Source: an optimization exercise on an open RTL-to-GDS flow (aim: small area). Production flows keep margins and buffers that such runs may drop.
In this exercise RTL edits were held to simulation tests only and were not proved equivalent to the original.
No activity file was given, so power comes from the tool's default toggle rates.

Setup of alpha:
Design reg_file, start of the top module:
module reg_file #(
    parameter int DATA_WIDTH = 32,
    parameter int ADDR_WIDTH = 5
) (
    input  logic                  clk,
    input  logic                  rst,
    input  logic                  we,
    input  logic [ADDR_WIDTH-1:0] readA1,
    input  logic [ADDR_WIDTH-1:0] readA2,
    input  logic [ADDR_WIDTH-1:0] writeA3,
    input  logic [DATA_WIDTH-1:0] data,
    output logic [DATA_WIDTH-1:0] RD1,
    output logic [DATA_WIDTH-1:0] RD2
);
    localparam int DEPTH = 2 ** ADDR_WIDTH;
    logic [DATA_WIDTH-1:0] r_regs [1:DEPTH-1];
    logic [DATA_WIDTH-1:0] w_next [1:DEPTH-1];
    logic [DEPTH-1:1] w_ld;     
    logic [DEPTH-1:1] w_hold;   
    logic [DEPTH-1:1] w_sel1;   
    logic [DEPTH-1:1] w_sel2;   
    logic       w_nrst, w_wen_n;
    logic [3:0] w_wlo;
    logic [7:0] w_whi;
    rf_inv   u_nrst  (.a(rst), .y(w_nrst));
    rf_nand2 u_wen_n (.a(we), .b(w_nrst), .y(w_wen_n));
    rf_wpredec u_wpre (.a(writeA3), .en_n(w_wen_n), .lo(w_wlo), .hi(w_whi));
    for (genvar i = 1; i < DEPTH; i++) begin : g_wdec
        logic w_ld_n, w_hold_n;
        rf_nand2 u_ld_n   (.a(w_wlo[i % 4]), .b(w_whi[i / 4]), .y(w_ld_n));
        rf_inv   u_ld     (.a(w_ld_n), .y(w_ld[i]));
  ...
Size in the first run: roughly 3200 cells after synthesis, roughly 990 flip-flops, about 38000 sq um of cells after synthesis.
Settings: LEC_CHECK=0, CAP_MARGIN=10, CORE_MARGIN=2, CORE_UTILIZATION=60, GPL_TIMING_DRIVEN=0, PLACE_DENSITY=0.72, SLEW_MARGIN=10, SYNTH_HIERARCHICAL=1; clock period 8.0 ns.
standard.sh (not shown) runs the stock make flow with config.mk's settings and CLKGATE_MAP_FILE= SYNTH_SCRIPT=/design/flow/synth_recipe.tcl, a recipe that flattens the netlist after the stock synthesis.
==> flow/flow/run.sh <==
#!/bin/bash
# The standard ORFS layout (standard.sh), with these changes to how the
# layout is made:
#   - before global placement (flow/pre_gpl.tcl): the inverters that drive
#     the per-entry strobes are sized to inv_2 (same area as inv_1), and
#     every port is buffered with buf_1 (buf_2 for the write-data inputs,
#     which fan out to 31 entries), and the nor3_2 and a211oi_2 cells
#     that synthesis sized up become _1; ORFS's own port buffering is off;
#   - placement is not timing driven (GPL_TIMING_DRIVEN 0 in config.mk);
#   - the clock tree clusters up to 18 sinks per clkbuf_8 and adds no
#     dummy loads.
# ORFS writes each step's full log under orfs/logs/; standard.sh's own output
# goes to standard_flow.log.
set -euo pipefail
export PRE_GLOBAL_PLACE_TCL="$PWD/flow/pre_gpl.tcl"
export DONT_BUFFER_PORTS=1
export CTS_ARGS="-sink_clustering_enable -repair_clock_nets -dont_use_dummy_load -sink_clustering_size 18 -sink_clustering_max_diameter 60 -buf_list sky130_fd_sc_hd__clkbuf_8"
bash standard.sh > standard_flow.log 2>&1
Other scripts of this flow, unchanged in this note and not shown: flow/flow/pre_gpl.tcl
alpha ran to completion and came out clean on the timing, design-rule and antenna checks.
#### Input delta (delta over alpha)
diff --git a/flow/flow/run.sh b/flow/flow/run.sh
--- a/flow/flow/run.sh
+++ b/flow/flow/run.sh
@@ -8,5 +8,5 @@
 #     that synthesis sized up become _1; ORFS's own port buffering is off;
 #   - placement is not timing driven (GPL_TIMING_DRIVEN 0 in config.mk);
-#   - the clock tree clusters up to 18 sinks per clkbuf_8 and adds no
+#   - the clock tree clusters up to 16 sinks per clkbuf_8 and adds no
 #     dummy loads.
 # ORFS writes each step's full log under orfs/logs/; standard.sh's own output
@@ -15,4 +15,4 @@
 export PRE_GLOBAL_PLACE_TCL="$PWD/flow/pre_gpl.tcl"
 export DONT_BUFFER_PORTS=1
-export CTS_ARGS="-sink_clustering_enable -repair_clock_nets -dont_use_dummy_load -sink_clustering_size 18 -sink_clustering_max_diameter 60 -buf_list sky130_fd_sc_hd__clkbuf_8"
+export CTS_ARGS="-sink_clustering_enable -repair_clock_nets -dont_use_dummy_load -sink_clustering_size 16 -sink_clustering_max_diameter 80 -buf_list sky130_fd_sc_hd__clkbuf_8"
 bash standard.sh > standard_flow.log 2>&1
--- outcome ---
alpha → delta: cell count after synthesis did not really move, clock power climbed about 3%, routed wire length saw little to no change. Diff alpha -> delta: delay contributed by the slowest stage of the critical path went down, relative contribution of the clock network to total power climbed 0.7 points, utilization closely matched the old numbers, switching portion of total power held. In terms of met2 wire length, delta and alpha differ only marginally. On total power: delta sits above alpha. Against alpha, delta comes in 0.058 ns higher on clock period minus final worst setup slack.

==> port drivers added, routing unchanged <==
Ports are ideal in the flow. The routed layouts listed here were re-timed in OpenROAD. Step 1: set_driving_cell puts a clkbuf_16 on clk and a buf_2 on each other input, an assumption about the parent block. Step 2 adds t to the input delays and takes it off the output delays; t is the mean of the earliest and latest rising clock arrival at the registers after step 1. Input paths then give back, and output paths get back, about the clock's delay inside the block. a / b / c = ideal ports / drivers / drivers and shift; a / b = the first two.
| run | t (ns) | setup slack, ns | worst hold slack (ns) | pins driven straight from the clock port |
|---|---|---|---|---|
| alpha | 0.772 | 1.004 / 0.979 / 0.979 | 0.504 / 0.504 / 0.504 | 1 |
| delta | 0.795 | 0.946 / 0.920 / 0.920 | 0.504 / 0.504 / 0.504 | 1 |
After both steps setup and hold are still met in every run listed. The setup slack of delta, which loses most, moves by -0.026 ns with the drivers and by -0.026 ns with both steps.
